Background: an optimization exercise with open tools, aiming at small area, a short achievable clock period and few clock cycles per item. Do not read the settings as production practice. Only simulation tests tie the RTL to the original design; equivalence was not proved.

== wip/tundra ==
Design pressure_rolling_average, start of the top module:
module pressure_rolling_average (
    input  logic         clk,
    input  logic         rst_n,
    input  logic         s_tvalid,
    output logic         s_tready,
    input  logic [15:0]  s_tdata,    
    output logic         m_tvalid,
    input  logic         m_tready,
    output logic [39:0]  m_tdata,    
    output logic         m_tuser,    
    input  logic         cfg_valid,
    output logic         cfg_ready,
    input  logic [1:0]   cfg_index,
    input  logic [12:0]  cfg_data
);
For scale: roughly 5400 cells after synthesis, roughly 990 flip-flops, ~80 I/O pins, ~0.063 mm² of cells after synthesis.
Settings: LEC_CHECK=0, CAP_MARGIN=20, CORE_MARGIN=2, CORE_UTILIZATION=40, SETUP_SLACK_MARGIN=3.5, SLEW_MARGIN=20; clock period 8.5 ns.
run.sh (not shown) runs the stock make flow with config.mk's settings and CLKGATE_MAP_FILE= SYNTH_SCRIPT=/design/flow/synth_recipe.tcl, a recipe that flattens the netlist after the stock synthesis.
wip/tundra finished end to end and its layout was clean on timing, DRC and antenna.
Testbench counts of wip/tundra, summed over its fixed seeds: cycles 5,843, items 4,835.
#### Input delta (wip/raven over wip/tundra)
Settings: changing SETUP_SLACK_MARGIN from 3.5 to 5.0.
### Flow results
- For the measured slew at the worst slew-check pin, wip/raven came in 0.024 ns lower than wip/tundra did.
- wip/tundra has a lower total number of nets in the final design than wip/raven.
- On area of the placeable core, wip/raven tracks wip/tundra almost exactly.
- Count of clock-buffer cells in the layout, wip/raven and wip/tundra, higher one = wip/tundra.
> inputs changed (wip/raven -> wip/delta)
Settings: swapping 5.0 for 4.6 in SETUP_SLACK_MARGIN.
[summary]
Re clock buffer count: wip/delta is about 4% up on wip/raven. Summary of wip/delta over wip/raven: final cell area excluding filler cells down 0.0067 mm², critical path depth saw a decrease, detailed-routing iteration count for the pre-antenna-repair pass dropped 2. Relative to wip/raven, time the final worst path needs with I/O delays and setup has gone down in wip/delta. On clock latency on the worst-skew pair, wip/delta and wip/raven are basically level. Compared to wip/raven, the router laid down less metal wire for wip/delta.
## Diff of input files: wip/ember against wip/delta
Settings: swapping 4.6 for 3.8 in SETUP_SLACK_MARGIN.
==> run summary <==
Any difference in inverter count between wip/ember and wip/delta is small enough to ignore. Delta (wip/ember minus wip/delta): worst-case setup margin in the final layout decreased by 0.28 ns relative to the old numbers.

* * *

## wip/nickel
pressure_rolling_average, a different RTL version from the one above (not shown whole).
For scale: about 5,200 cells after synthesis, about 80 I/O pins.
Settings: LEC_CHECK=0, CAP_MARGIN=20, CORE_MARGIN=2, CORE_UTILIZATION=40, SLEW_MARGIN=20; clock period 8.5 ns.
Testbench counts of wip/nickel, summed over its fixed seeds: cycles 5,923, items 4,835.
Relative to wip/nickel, the following input files were edited for wip/yarrow:
- CORE_UTILIZATION changed from 40 to 55
- SETUP_SLACK_MARGIN newly set to 3.0
==> comparison <==
Y dimension of the die ends up lower on wip/yarrow.
wip/yarrow: full flow OK, the timing, DRC and antenna checks passed
wip/yarrow gives more average wire per standard cell than wip/nickel did.
Taking wip/nickel as the reference, in wip/yarrow slack of the critical path rose by 1.45 ns; number of CTS-inserted buffers rose by 2; number of nets in the layout rose by about 4%; period utilization fell by 17 points.
wip/yarrow vs. wip/nickel: via count rose 1,478; final area climbed about 4.6%; time the worst path needs with I/O delays and setup lower.
For wip/lagoon, these inputs were changed with respect to wip/yarrow:
- changing CORE_UTILIZATION from 55 to 40
- changing SETUP_SLACK_MARGIN from 3.0 to 3.3
Results
Non-clock buffer contribution to total cell area in wip/lagoon is 1.0 points higher than in wip/yarrow
wip/yarrow has lower worst-case register-to-register setup slack than wip/lagoon.
wip/yarrow → wip/lagoon: worst-case hold slack climbed 0.0077 ns, global-route wire length before repair dropped about 1.3%, worst setup slack climbed 0.12 ns, worst endpoint data arrival time dropped 0.09 ns.
Between wip/lagoon and wip/yarrow, the core utilization is higher for wip/yarrow.
The all-layer global routing usage of wip/lagoon is lower than that of wip/yarrow.
Per the final summary, wip/lagoon finished and its layout is clean on timing, DRC and antenna.
Input changes introduced in wip/cedar (baseline for comparison: wip/lagoon):
- a change of SETUP_SLACK_MARGIN from 3.3 to 4.0
Results
Global-route usage | wip/cedar above wip/lagoon
Taking wip/lagoon as the reference, in wip/cedar total via count in the routed design picked up an extra about 5.6%; critical path depth lost 1; routed wire length picked up an extra 8.2%; non-clock buffer count picked up an extra 375; vias per cell picked up an extra 0.025.
wip/cedar: final-layout clock buffer total is 2 higher than what wip/lagoon reported.
#### Input delta (wip/harbor over wip/cedar)
- a change of SETUP_SLACK_MARGIN from 4.0 to 2.0
Results
wip/harbor: flow completed, timing, DRC and antenna clean
wip/harbor vs wip/cedar: biggest fanout along the worst timing path up
wip/harbor against wip/cedar: hold slack fell by 0.014 ns, area taken by flip-flops and latches stayed essentially flat, post-place setup slack lost 0.61 ns.
> inputs changed (wip/harbor -> wip/willow)
- SETUP_SLACK_MARGIN changed from 2.0 to 3.0
## What came out
- Going from wip/harbor to wip/willow, share of final layout cell area taken by non-clock buffers grows by 2.6 points.
- Compared wip/willow vs wip/harbor, and routed wirelength normalized by instance count is up in wip/willow.
- [wip/willow vs wip/harbor] number of nets at the end of the flow: higher in wip/willow
- wip/willow packs its core tighter than wip/harbor.
- The critical path depth of wip/willow exceeds that of wip/harbor by about 55%.
- Going from wip/harbor to wip/willow, cell count grew by a few percent.
- The slack of the worst reg-to-reg path number comes out lower for wip/harbor vs wip/willow.
- Route | wip/willow vs wip/harbor | wire longer in wip/willow

* * *

Setup of v49:
pressure_rolling_average, a different RTL version from the one above (not shown whole).
For scale: ~5400 cells after synthesis, about 80 I/O pins.
## pressure_rolling_average
module pressure_rolling_average (
    input  logic         clk,
    input  logic         rst_n,
    input  logic         s_tvalid,
    output logic         s_tready,
    input  logic [15:0]  s_tdata,    
    output logic         m_tvalid,
    input  logic         m_tready,
    output logic [39:0]  m_tdata,    
    output logic         m_tuser,    
    input  logic         cfg_valid,
    output logic         cfg_ready,
    input  logic [1:0]   cfg_index,
    input  logic [12:0]  cfg_data
);
clock: 8.5 ns
lec_check: 0
cap_margin: 20
core_margin: 2
core_utilization: 40
setup_slack_margin: 4.3
slew_margin: 20
Testbench counts of v49, summed over its fixed seeds: cycles 5,923, items 4,835.
#### Input delta (v6 over v49)
# v49
export LEC_CHECK = 0
export CAP_MARGIN = 20
export CORE_MARGIN = 2
export CORE_UTILIZATION = 40
export SETUP_SLACK_MARGIN = 4.3
export SLEW_MARGIN = 20
create_clock -name core_clock -period 8.5 [get_ports {clk}]
# v6
export LEC_CHECK = 0
export CAP_MARGIN = 20
export CORE_MARGIN = 2
export CORE_UTILIZATION = 40
export SETUP_SLACK_MARGIN = 4.4
export SLEW_MARGIN = 20
create_clock -name core_clock -period 8.5 [get_ports {clk}]
## What came out
On total of clock buffers placed in the layout, the higher figure sits with v49, not v6.
v49 reports its slowest stage cell on the critical path as sky130_fd_sc_hd__nor2_1 while v6 reports sky130_fd_sc_hd__a211oi_2.
Hold slack (lower): v49
Compared with v49, v6 shows routed length on met2 that has gone up slightly.
Going from v49 to v6, worst setup slack went up 0.060 ns; critical path depth went up 8.
> inputs changed (v6 -> v28)
# v6
export LEC_CHECK = 0
export CAP_MARGIN = 20
export CORE_MARGIN = 2
export CORE_UTILIZATION = 40
export SETUP_SLACK_MARGIN = 4.4
export SLEW_MARGIN = 20
create_clock -name core_clock -period 8.5 [get_ports {clk}]
# v28
export LEC_CHECK = 0
export CAP_MARGIN = 20
export CORE_MARGIN = 2
export CORE_UTILIZATION = 40
export SETUP_SLACK_MARGIN = 4.6
export SLEW_MARGIN = 20
create_clock -name core_clock -period 8.5 [get_ports {clk}]
## What came out
v6 and v28 ended up with roughly the same multi-input logic cell count.
Compared with v6, the detailed router inserted more vias in v28.
Re logic depth of the worst setup path including buffers: v6 was lower than v28.
Post-detailed-placement cell area in v28 vs v6: up 0.33%
When v28 is measured against v6, its placement-stage worst setup slack turns out 0.050 ns higher.
In v28 the shortest period the worst path allows turned out 0.054 ns lower than in v6.

## static timing again, ports no longer ideal
No port has a modelled driver above. Below, the same layouts with a new extraction and two added sets of constraints. Step 1 (the two cells are an assumption about what drives the block):
set clk [get_ports {clk}]
set_driving_cell -lib_cell sky130_fd_sc_hd__clkbuf_16 $clk
set_driving_cell -lib_cell sky130_fd_sc_hd__buf_2 [delete_from_list [all_inputs] $clk]
Step 2, shift: input delay + t, output delay - t, t = (earliest + latest rising clock arrival at the registers) / 2. This alone moves slack from input paths to output paths. a / b / c = ideal / step 1 / step 2; a / b = the first two.
run | t, ns | setup WS [ns] | clock arrival spread, ns | worst slew at a driven data input, ns | pins driven straight from the clock port
wip/tundra | 0.817 | 3.790 / 3.790 / 3.244 | 0.094 / 0.094 | 0.13 | 1
wip/raven | 0.829 | 4.111 / 4.111 / 3.771 | 0.104 / 0.104 | 0.14 | 1
wip/delta | 0.843 | 4.209 / 4.209 / 3.760 | 0.114 / 0.113 | 0.12 | 1
wip/ember | 0.830 | 3.932 / 3.932 / 3.366 | 0.100 / 0.100 | 0.13 | 1
wip/nickel | 0.786 | 1.530 / 1.530 / 1.530 | 0.039 / 0.039 | 0.13 | 1
wip/yarrow | 0.761 | 2.982 / 2.982 / 2.982 | 0.045 / 0.046 | 0.15 | 1
wip/lagoon | 0.780 | 3.107 / 3.107 / 3.107 | 0.083 / 0.084 | 0.14 | 1
wip/cedar | 0.808 | 2.968 / 2.968 / 2.968 | 0.057 / 0.057 | 0.17 | 1
wip/harbor | 0.783 | 2.390 / 2.390 / 2.390 | 0.052 / 0.052 | 0.14 | 1
wip/willow | 0.789 | 2.963 / 2.963 / 2.963 | 0.038 / 0.038 | 0.14 | 1
v49 | 0.827 | 4.331 / 4.363 / 3.552 | 0.124 / 0.124 | 0.09 | 1
v6 | 0.819 | 4.391 / 4.391 / 3.676 | 0.053 / 0.052 | 0.12 | 1
v28 | 0.826 | 4.445 / 4.445 / 3.871 | 0.050 / 0.049 | 0.10 | 1
After both steps setup and hold are still met in every run listed. The setup slack of v49, which loses most, moves by +0.032 ns with the drivers and by -0.779 ns with both steps.
